From an optimization exercise on the open Yosys and OpenROAD flow, aimed at small area; shortcuts taken in it are not production practice.
Only simulation tests tie the RTL to the original design; equivalence was not proved.
Power is estimated from default activity; no workload was simulated.

== run A ==
Design bin2x2_reduce, start of the top module:
module bin2x2_reduce (
  input  logic         clk,
  input  logic         rst,
  input  logic [95:0]  in_data,
  input  logic         in_valid,
  input  logic         in_sof,
  output logic         in_ready,
  output logic [47:0]  out_data,
  output logic         out_valid,
  output logic         out_eol,
  input  logic         out_ready,
  output logic         sof_err
);
  localparam int unsigned PW = bin_pkg::PIX_W;
  logic       odd_q, odd_d;
  logic [5:0] col_q;
  logic       accept, eff_odd, last;
  logic [5:0] eff_col;
  logic [4*(PW+1)-1:0] h_cur, h_even;
  logic [47:0] bin_pix;
  logic       even_q, out_idle_q;
  logic       accept_n;
  logic       tgl_q;
  assign in_ready = !odd_q || !out_valid || out_ready;
  assign accept   = in_valid && in_ready;
  assign accept_n = !in_valid || (!even_q && !out_idle_q && !out_ready);
  assign eff_odd  = odd_q && !in_sof;
  assign eff_col  = in_sof ? 6'd0 : col_q;
  assign last     = (eff_col == 6'd59);
  assign odd_d    = last ? !eff_odd : eff_odd;
  always_comb begin
    for (int j = 0; j < 4; j++) begin
      logic [PW-1:0] a, b;
      logic [PW:0]   h, e, hc;
      logic [PW+1:0] vc;
      logic [PW+1:0] v;
      a = in_data[2*j*PW +: PW];
      b = in_data[(2*j+1)*PW +: PW];
      e = h_even[j*(PW+1) +: PW+1];
      hc[0] = 1'b0;
      for (int i = 0; i < PW; i++) begin
        h[i]    = a[i] ^ b[i] ^ hc[i];
        hc[i+1] = (a[i] & b[i]) | (hc[i] & (a[i] ^ b[i]));
      end
      h[PW] = hc[PW];
      vc[0] = 1'b0;
      for (int i = 0; i < PW + 1; i++) begin
        v[i]    = e[i] ^ h[i] ^ vc[i];
        vc[i+1] = (e[i] & h[i]) | (vc[i] & (e[i] ^ h[i]));
      end
      v[PW+1] = vc[PW+1];
      h_cur[j*(PW+1) +: PW+1] = h;
      bin_pix[j*PW +: PW]     = v[PW+1:2];
    end
  end
  bin_line_buf #(
    .DEPTH (60),
    .DW    (4 * (PW + 1))
  ) u_line_buf (
    .clk  (clk),
    .en   (accept),
    .en_n (accept_n),
    .tgl  (tgl_q),
    .din  (h_cur),
    .dout (h_even)
  );
  always_ff @(posedge clk) begin
    if (rst) begin
      tgl_q <= 1'b0;
    end else begin
      tgl_q <= !tgl_q;
    end
  end
  always_ff @(posedge clk) begin
    if (rst) begin
      odd_q      <= 1'b0;
  ...
For scale: ~3200 flip-flops, about 91000 um2 of cells after synthesis.
clock: 7.0 ns
lec_check: 0
abc_area: 1
cap_margin: 0
core_margin: 2
core_utilization: 60
cts_cluster_diameter: 100
cts_cluster_size: 30
slew_margin: 0
run.sh (not shown) runs the stock make flow with config.mk's settings and CLKGATE_MAP_FILE= SYNTH_SCRIPT=/design/flow/synth_recipe.tcl, a recipe that flattens the netlist after the stock synthesis.
The flow did not stop early for run A: all stages ran, and the layout cleared the timing, DRC and antenna checks.
Modified inputs, run B compared to run A
==> flow/flow/run.sh (new file) <==
#!/bin/bash
# The standard layout, except that the input and output ports are buffered with the
# smallest buffer cell (buffer_ports otherwise picks a large delay buffer).
set -euo pipefail
bash standard.sh "BUFFER_PORTS_ARGS=-buffer_cell sky130_fd_sc_hd__buf_1" finish > layout_make.log 2>&1
==> flow/standard.sh (new file) <==
#!/bin/bash
# synth_recipe.tcl (not shown) runs the flow's synth.tcl, then flattens the netlist and writes it again
# the make line also repeats each setting of config.mk as NAME=value (left out here)
make -C /OpenROAD-flow-scripts/flow DESIGN_CONFIG=/design/flow/config.mk WORK_HOME=/design/flow/orfs CLKGATE_MAP_FILE= SYNTH_SCRIPT=/design/flow/synth_recipe.tcl "${@:-finish}"
removed: flow/run.sh
### Flow results
- Run B finished every step from synthesis to the final layout, and the layout passed the timing, DRC and antenna checks.
- ~same relative contribution of the clock network to total power in run B and run A
- When run B is measured against run A, its design area turns out 1.2% lower.
- Between run B and run A, the maximum frequency figures differ only marginally.
- Half-perimeter wire length of the detailed placement result ended up 1600 um lower on run B than on run A.
## Diff of input files: run C against run B
- CORE_UTILIZATION changed from 60 to 40
- SLEW_MARGIN changed from 0 to 20
- CAP_MARGIN changed from 0 to 20
==> flow/run.sh (new file) <==
#!/bin/bash
# synth_recipe.tcl (not shown) runs the flow's synth.tcl, then flattens the netlist and writes it again
# the make line also repeats each setting of config.mk as NAME=value (left out here)
make -C /OpenROAD-flow-scripts/flow DESIGN_CONFIG=/design/flow/config.mk WORK_HOME=/design/flow/orfs CLKGATE_MAP_FILE= SYNTH_SCRIPT=/design/flow/synth_recipe.tcl finish
removed: flow/flow/run.sh
removed: flow/standard.sh
### Flow results
- Relative to run B, the area overhead of the layout relative to synthesis of run C is higher by 2.7 points.
- Run C vs. run B: global-route met3 utilization shows a reduction of 0.78 points; non-clock buffer count shows an increase of 16.
- Run B vs run C, critical path's slowest cell: fa_2 vs fa_1
- Overall power consumption: run C > run B
- Run C ended with less maximum number of pins on one net before global-route repair than run B.
- Compared to run B, run C shows a narrower setup margin.
- Logic gate share of total power of run B is on par with run C.
- When run C is measured against run B, its die height turns out about 22% higher.

* * *

The RTL this note starts from:
==> flow/design.v <==
package bin_pkg;
  localparam int unsigned LANES = 8;
  localparam int unsigned PIX_W = 12;
endpackage
module bin_line_buf #(
  parameter int unsigned DEPTH = 60,
  parameter int unsigned DW    = 52
) (
  input  logic          clk,
  input  logic          en,
  input  logic          en_n,
  input  logic          tgl,
  input  logic [DW-1:0] din,
  output logic [DW-1:0] dout
);
  localparam int unsigned N = DEPTH * DW;
  logic [N-1:0] s;
  logic [N-1:0] prev;
  assign prev = {s[N-DW-1:0], din ^ {DW{tgl}}};
  always_ff @(posedge clk) begin
    s <= ~((prev | {N{en_n}}) & (s | {N{en}}));
  end
  assign dout = s[N-1 -: DW] ^ {DW{tgl}};
endmodule
module bin2x2_reduce (
  input  logic         clk,
  input  logic         rst,
  input  logic [95:0]  in_data,
  input  logic         in_valid,
  input  logic         in_sof,
  output logic         in_ready,
  output logic [47:0]  out_data,
  output logic         out_valid,
  output logic         out_eol,
  input  logic         out_ready,
  output logic         sof_err
);
  localparam int unsigned PW = bin_pkg::PIX_W;
  logic       odd_q, odd_d;
  logic [5:0] col_q;
  logic       accept, eff_odd, last;
  logic [5:0] eff_col;
  logic [4*(PW+1)-1:0] h_cur, h_even;
  logic [47:0] bin_pix;
  logic       even_q, out_idle_q;
  logic       accept_n;
  logic       tgl_q;
  assign in_ready = !odd_q || !out_valid || out_ready;
  assign accept   = in_valid && in_ready;
  assign accept_n = !in_valid || (!even_q && !out_idle_q && !out_ready);
  assign eff_odd  = odd_q && !in_sof;
  assign eff_col  = in_sof ? 6'd0 : col_q;
  assign last     = (eff_col == 6'd59);
  assign odd_d    = last ? !eff_odd : eff_odd;
  always_comb begin
    for (int j = 0; j < 4; j++) begin
      logic [PW-1:0] a, b;
      logic [PW:0]   h, e, hc;
      logic [PW+1:0] vc;
      logic [PW+1:0] v;
      a = in_data[2*j*PW +: PW];
      b = in_data[(2*j+1)*PW +: PW];
      e = h_even[j*(PW+1) +: PW+1];
      hc[0] = 1'b0;
      for (int i = 0; i < PW; i++) begin
        h[i]    = a[i] ^ b[i] ^ hc[i];
        hc[i+1] = (a[i] & b[i]) | (hc[i] & (a[i] ^ b[i]));
      end
      h[PW] = hc[PW];
      vc[0] = 1'b0;
      for (int i = 0; i < PW + 1; i++) begin
        v[i]    = e[i] ^ h[i] ^ vc[i];
        vc[i+1] = (e[i] & h[i]) | (vc[i] & (e[i] ^ h[i]));
      end
      v[PW+1] = vc[PW+1];
      h_cur[j*(PW+1) +: PW+1] = h;
      bin_pix[j*PW +: PW]     = v[PW+1:2];
    end
  end
  bin_line_buf #(
    .DEPTH (60),
    .DW    (4 * (PW + 1))
  ) u_line_buf (
    .clk  (clk),
    .en   (accept),
    .en_n (accept_n),
    .tgl  (tgl_q),
    .din  (h_cur),
    .dout (h_even)
  );
  always_ff @(posedge clk) begin
    if (rst) begin
      tgl_q <= 1'b0;
    end else begin
      tgl_q <= !tgl_q;
    end
  end
  always_ff @(posedge clk) begin
    if (rst) begin
      odd_q      <= 1'b0;
      even_q     <= 1'b1;
      col_q      <= '0;
      out_valid  <= 1'b0;
      out_idle_q <= 1'b1;
      out_eol    <= 1'b0;
      sof_err    <= 1'b0;
    end else begin
      if (accept) begin
        odd_q  <= odd_d;
        even_q <= !odd_d;
        col_q  <= last ? 6'd0 : eff_col + 6'd1;
        if (in_sof && (odd_q || col_q != '0)) begin
          sof_err <= 1'b1;
        end
      end
      if (accept && eff_odd) begin
        out_valid  <= 1'b1;
        out_idle_q <= 1'b0;
        out_eol    <= last;
      end else if (out_ready) begin
        out_valid  <= 1'b0;
        out_idle_q <= 1'b1;
        out_eol    <= 1'b0;
      end
    end
  end
  always_ff @(posedge clk) begin
    if (accept && eff_odd) begin
      out_data <= bin_pix;
    end
  end
endmodule
make LEC_CHECK=0 ABC_AREA=1 CAP_MARGIN=20 CORE_MARGIN=2 CORE_UTILIZATION=60 CTS_CLUSTER_DIAMETER=150 CTS_CLUSTER_SIZE=25 SLEW_MARGIN=20 finish   # period 7.0 ns
Stock flow here: none of the scripts above is used.
The first run completed without violations.
Edit:
- CORE_UTILIZATION: 60 -> 40
- CTS_CLUSTER_DIAMETER: 150 -> unset
- CTS_CLUSTER_SIZE: 25 -> unset
Effect: Flip-flop and latch count does not change; area after synthesis stays the same; sequential share of layout area fell by 5.0 points.
Edit:
- CORE_UTILIZATION: 40 -> 60
- CTS_CLUSTER_DIAMETER: unset -> 100
- CTS_CLUSTER_SIZE: unset -> 30
Outcome: The changed run ran to the end with no violations. Clock skew drops by 28 ps. First-iteration DRC count rose by 5.5%. Register-to-register slack improved by 190 ps. Non-clock buffer count does not change. Die area is lower by 33%. Wire length went down by 5.8%.

-- port drivers added, routing unchanged --
How much do the figures lean on ideal ports? The routed layouts below were timed once more, with nothing changed but the port constraints. Step 1 (the two cells are an assumption about what drives the block):
set clk [get_ports {clk}]
set_driving_cell -lib_cell sky130_fd_sc_hd__clkbuf_16 $clk
set_driving_cell -lib_cell sky130_fd_sc_hd__buf_2 [delete_from_list [all_inputs] $clk]
Step 2 adds t to the input delays and takes it off the output delays; t is the mean of the earliest and latest rising clock arrival at the registers after step 1. Input paths then give back, and output paths get back, about the clock's delay inside the block. Slacks: ideal / step 1 / step 2; pairs: ideal / step 1.
run	t (ns)	setup slack, ns	latest minus earliest clock arrival (ns)
run A	0.835	0.158 / 0.217 / -0.617	0.039 / 0.039
run B	0.835	0.154 / 0.212 / -0.622	0.029 / 0.029
run C	0.878	0.120 / 0.190 / -0.688	0.056 / 0.056
the first run of note 2	0.847	0.176 / 0.235 / -0.613	0.025 / 0.025
the second run of note 2	0.991	0.138 / 0.209 / -0.782	0.078 / 0.078
the third run of note 2	0.835	0.157 / 0.216 / -0.618	0.041 / 0.041
With both steps, setup timing fails in every run listed, where it was met with ideal ports. The setup slack of the second run of note 2, which loses most, moves by +0.071 ns with the drivers and by -0.920 ns with both steps.
